Context: an optimization exercise on an open-source flow, tuned for small area. The choices shown serve that exercise and are no tape-out recipe.
Function was checked by simulation only, so behaviour that the tests miss may differ from the original.
No activity file was given, so power comes from the tool's default toggle rates.

// safe_cpu_wrapper
module safe_cpu_wrapper (
  input  logic                                       clk_i,
  input  logic                                       rst_ni,
  input  safe_pkg::safe_mode_e                       mode_i,
  input  safe_pkg::hart_mask_t                       master_i,
  input  safe_pkg::hart_mask_t                       dmr_pair_i,
  input  safe_pkg::hart_mask_t                       wfi_hold_i,
  input  safe_pkg::hart_mask_t                       sleep_i,
  input  logic [safe_pkg::NHARTS-1:0][safe_pkg::REQ_WIDTH-1:0] core_instr_req_i,
  input  logic [safe_pkg::NHARTS-1:0][safe_pkg::REQ_WIDTH-1:0] core_data_req_i,
  input  logic [safe_pkg::NHARTS-1:0][safe_pkg::RSP_WIDTH-1:0] mem_instr_rsp_i,
  input  logic [safe_pkg::NHARTS-1:0][safe_pkg::RSP_WIDTH-1:0] mem_data_rsp_i,
  output safe_pkg::hart_mask_t                       sleep_o,
  output logic [safe_pkg::NHARTS-1:0][safe_pkg::RSP_WIDTH-1:0] core_instr_rsp_o,
  output logic [safe_pkg::NHARTS-1:0][safe_pkg::RSP_WIDTH-1:0] core_data_rsp_o,
  output logic [safe_pkg::NHARTS-1:0][safe_pkg::REQ_WIDTH-1:0] mem_instr_req_o,
  output logic [safe_pkg::NHARTS-1:0][safe_pkg::REQ_WIDTH-1:0] mem_data_req_o,
  output logic                                       tmr_error_o,
  output logic                                       dmr_error_o,
  output safe_pkg::hart_mask_t                       tmr_error_id_o
);
  ...
For scale: ~15 flip-flops, about 1300 I/O pins, ~0.017 mm2 of cells after synthesis.
Settings: LEC_CHECK=0, CAP_MARGIN=20, CORE_AREA=3 3 597 77, DIE_AREA=0 0 600 80, SLEW_MARGIN=20; clock period 10.0 ns.
run.sh (not shown) runs the stock make flow with config.mk's settings and CLKGATE_MAP_FILE= SYNTH_SCRIPT=/design/flow/synth_recipe.tcl, a recipe that flattens the netlist after the stock synthesis.
The starting point aborted during 5_1_grt.
Rerun with:
Settings changed: CORE_AREA 3 3 597 77 to 10 10 440 440, DIE_AREA 0 0 600 80 to 0 0 450 450.
This time the run went through all stages and came out clean; synthesized cell count does not change; synthesized area stays the same.

---

Setup of job 177:
Another version of the RTL of safe_cpu_wrapper (not shown whole).
Size: ~15 flip-flops, ~1300 I/O pins, roughly 13000 um2 of cells after synthesis.
clock: 10.0 ns
lec_check: 0
cap_margin: 0
core_area: 10 10 440 440
cts_buf_list: sky130_fd_sc_hd__clkbuf_4 sky130_fd_sc_hd__clkbuf_8
die_area: 0 0 450 450
place_density: 0.35
slew_margin: 0
standard.sh (not shown) runs the stock make flow with config.mk's settings and CLKGATE_MAP_FILE= SYNTH_SCRIPT=/design/flow/synth_recipe.tcl, a recipe that flattens the netlist after the stock synthesis.
==> flow/flow/run.sh <==
#!/bin/bash
# Layout flow: the standard ORFS flow (standard.sh) with two changes.
#  - Synthesis runs flow/synth.tcl: synth_recipe.tcl unchanged except that ABC
#    maps with an area-oriented script (flow/abc_area_nf.script).
#  - The port buffers that buffer_ports inserts on every input and output are
#    sky130_fd_sc_hd__buf_1 cells.
# Each step's full output is in orfs/logs/; make's own output in flow_make.log.
set -euo pipefail
here=$(pwd)
bash standard.sh \
  "SYNTH_SCRIPT=$here/flow/synth.tcl" \
  "BUFFER_PORTS_ARGS=-buffer_cell sky130_fd_sc_hd__buf_1" \
  finish > "$here/flow_make.log" 2>&1
==> flow/flow/abc_area_nf.script <==
strash; &get -n; &st; &dch -f; &nf -a -R 1000; &put; topo
==> flow/flow/synth.tcl <==
# The standard synthesis (synth_recipe.tcl), with ORFS's ABC mapping script
# replaced by an area-oriented one (abc_area_nf.script beside this file).
set my_abc [file join [file dirname [file normalize [info script]]] abc_area_nf.script]
proc use_my_abc {args} {
  set i [lsearch -exact $::abc_args -script]
  if { $i >= 0 && [lindex $::abc_args [expr {$i + 1}]] ne $::my_abc } {
    lset ::abc_args [expr {$i + 1}] $::my_abc
  }
}
trace add variable ::abc_args write use_my_abc
proc synth {args} { yosys synth -nofsm -noshare {*}$args }
source $::env(SCRIPTS_DIR)/synth.tcl
# left out here: clear keep_hierarchy, flatten, clean up, hide names made inside functions, write 1_2_yosys.v
Here is what was changed in the inputs of job 5671 compared with job 177.
# job 177
export LEC_CHECK = 0
export CAP_MARGIN = 0
export CORE_AREA = 10 10 440 440
export CTS_BUF_LIST = sky130_fd_sc_hd__clkbuf_4 sky130_fd_sc_hd__clkbuf_8
export DIE_AREA = 0 0 450 450
export PLACE_DENSITY = 0.35
export SLEW_MARGIN = 0
create_clock -name core_clock -period 10.0 [get_ports {clk_i}]
# job 5671
export LEC_CHECK = 0
export CAP_MARGIN = 20
export CORE_AREA = 10 10 440 440
export DIE_AREA = 0 0 450 450
export SLEW_MARGIN = 20
create_clock -name core_clock -period 10.0 [get_ports {clk_i}]
Findings:
Re fmax: job 5671 is about 2.6% down on job 177. Summary of job 5671 over job 177: number of vias after detailed routing rose by 946; sequential cell area share level; routing usage on met2 higher. Total power draw ended up about 8% higher on job 5671 than on job 177. Wire length: job 5671 worse than job 177.
Inputs modified between job 5671 and job 5844:
# job 5671
export LEC_CHECK = 0
export CAP_MARGIN = 20
export CORE_AREA = 10 10 440 440
export DIE_AREA = 0 0 450 450
export SLEW_MARGIN = 20
create_clock -name core_clock -period 10.0 [get_ports {clk_i}]
# job 5844
export LEC_CHECK = 0
export CAP_MARGIN = 0
export CORE_AREA = 10 10 610 250
export DIE_AREA = 0 0 620 260
export GPL_ROUTABILITY_DRIVEN = 0
export SLEW_MARGIN = 0
create_clock -name core_clock -period 10.0 [get_ports {clk_i}]
==> flow/flow/abc_area_nf.script <==
strash; &get -n; &st; &dch -f; &nf -a -R 1000 -E 100; &put; topo
==> comparison <==
Every stage of job 5844 finished as expected; the final checks, on the other hand, flagged capacitance limit, slew limit, which means the layout fails.
For count of vias placed by the detailed router, dividing the value from job 5671 by the value from job 5844 gives 0.937.
Between job 5671 and job 5844, the mean area per synthesized cell does not differ in any meaningful way.
Looking at met1 global-route usage, job 5844 sits above job 5671.
Here is what was changed in the inputs of job 1750 compared with job 5844.
# job 5844
export LEC_CHECK = 0
export CAP_MARGIN = 0
export CORE_AREA = 10 10 610 250
export DIE_AREA = 0 0 620 260
export GPL_ROUTABILITY_DRIVEN = 0
export SLEW_MARGIN = 0
create_clock -name core_clock -period 10.0 [get_ports {clk_i}]
# job 1750
export LEC_CHECK = 0
export CAP_MARGIN = 0
export CORE_AREA = 10 10 440 440
export DIE_AREA = 0 0 450 450
export GPL_TIMING_DRIVEN = 0
export SLEW_MARGIN = 0
create_clock -name core_clock -period 10.0 [get_ports {clk_i}]
==> flow/flow/abc_area_nf.script <==
strash; &get -n; &st; &dch -f; &nf -a -R 1000; &put; topo
==> run summary <==
Job 5844 and job 1750: one clean run, job 1750; the rest did not finish clean.
Job 5844 and job 1750 ended up with roughly the same CTS buffer count.
Job 1750 vs job 5844 — gate count after technology mapping rose 11.
Job 1750 contains fewer vias than job 5844.
Setup changes, job 1750 to job 6405
# job 1750
export LEC_CHECK = 0
export CAP_MARGIN = 0
export CORE_AREA = 10 10 440 440
export DIE_AREA = 0 0 450 450
export GPL_TIMING_DRIVEN = 0
export SLEW_MARGIN = 0
create_clock -name core_clock -period 10.0 [get_ports {clk_i}]
# job 6405
export LEC_CHECK = 0
export CAP_MARGIN = 0
export CORE_AREA = 10 10 440 440
export DIE_AREA = 0 0 450 450
export GPL_ROUTABILITY_DRIVEN = 0
export SLEW_MARGIN = 0
create_clock -name core_clock -period 10.0 [get_ports {clk_i}]
==> flow/flow/run.sh <==
#!/bin/bash
# Layout flow: the standard ORFS flow (standard.sh) with three changes.
#  - Synthesis runs flow/synth.tcl: synth_recipe.tcl unchanged except that ABC
#    maps with an area-oriented script (flow/abc_area_nf.script).
#  - The port buffers that buffer_ports inserts on every input and output are
#    sky130_fd_sc_hd__buf_1 cells.
#  - After global routing, repair_timing -recover_power downsizes gates on
#    paths with slack to spare (RECOVER_POWER=100).
# Each step's full output is in orfs/logs/; make's own output in flow_make.log.
set -euo pipefail
here=$(pwd)
bash standard.sh \
  "SYNTH_SCRIPT=$here/flow/synth.tcl" \
  "BUFFER_PORTS_ARGS=-buffer_cell sky130_fd_sc_hd__buf_1" \
  "RECOVER_POWER=100" \
  finish > "$here/flow_make.log" 2>&1
==> flow/flow/abc_area_nf.script <==
strash; &get -n; &st; &dch -f; &nf -a -R 1000 -E 100; &put; topo
### Flow results
- The flow completed for job 6405, but it is not clean: the layout still shows capacitance limit, slew limit.
- Relative to job 1750, the total vias in the final route measured on job 6405 has decreased slightly.
- The time the worst path needs with I/O delays and setup of job 6405 was inferior to that of job 1750.
- Run comparison: job 6405 cell at the slowest stage of the critical path clkbuf_1; job 1750 cell at the slowest stage of the critical path nor4_1
- Going from job 1750 to job 6405, the buffer count excluding the clock tree in the final layout was found to have gone down by 16.
- Clock-pin slew on the worst setup and hold paths essentially unchanged between job 1750 and job 6405.

## port drivers added, routing unchanged
No port has a modelled driver above. Below, the same layouts with a new extraction and two added sets of constraints.
Step 1, drivers: a clkbuf_16 drives clk_i and a buf_2 each remaining input, both assumed.
Step 2 also shifts input and output timing later by t, the mid clock arrival at the registers, as if the neighbouring blocks saw the same clock.
Three values: ideal ports, drivers, drivers and shift; two values: the first two.
| run | t (ns) | setup slack, ns | clock arrival spread, ns | worst slew at a driven data input, ns |
|---|---|---|---|---|
| the second run of note 1 | 0.357 | 1.424 / 1.364 / 1.364 | 0.015 / 0.015 | 0.30 |
| job 177 | 0.357 | 1.256 / 1.108 / 1.108 | 0.004 / 0.005 | 0.35 |
| job 5671 | 0.357 | 1.019 / 0.991 / 0.991 | 0.012 / 0.012 | 0.40 |
| job 5844 | 0.363 | 1.640 / 1.582 / 1.582 | 0.022 / 0.022 | 0.34 |
| job 1750 | 0.364 | 0.926 / 0.886 / 0.886 | 0.023 / 0.023 | 0.42 |
| job 6405 | 0.367 | 0.860 / 0.652 / 0.652 | 0.040 / 0.040 | 0.39 |
The setup slack of job 6405, which loses most, moves by -0.208 ns with the drivers and by -0.208 ns with both steps.
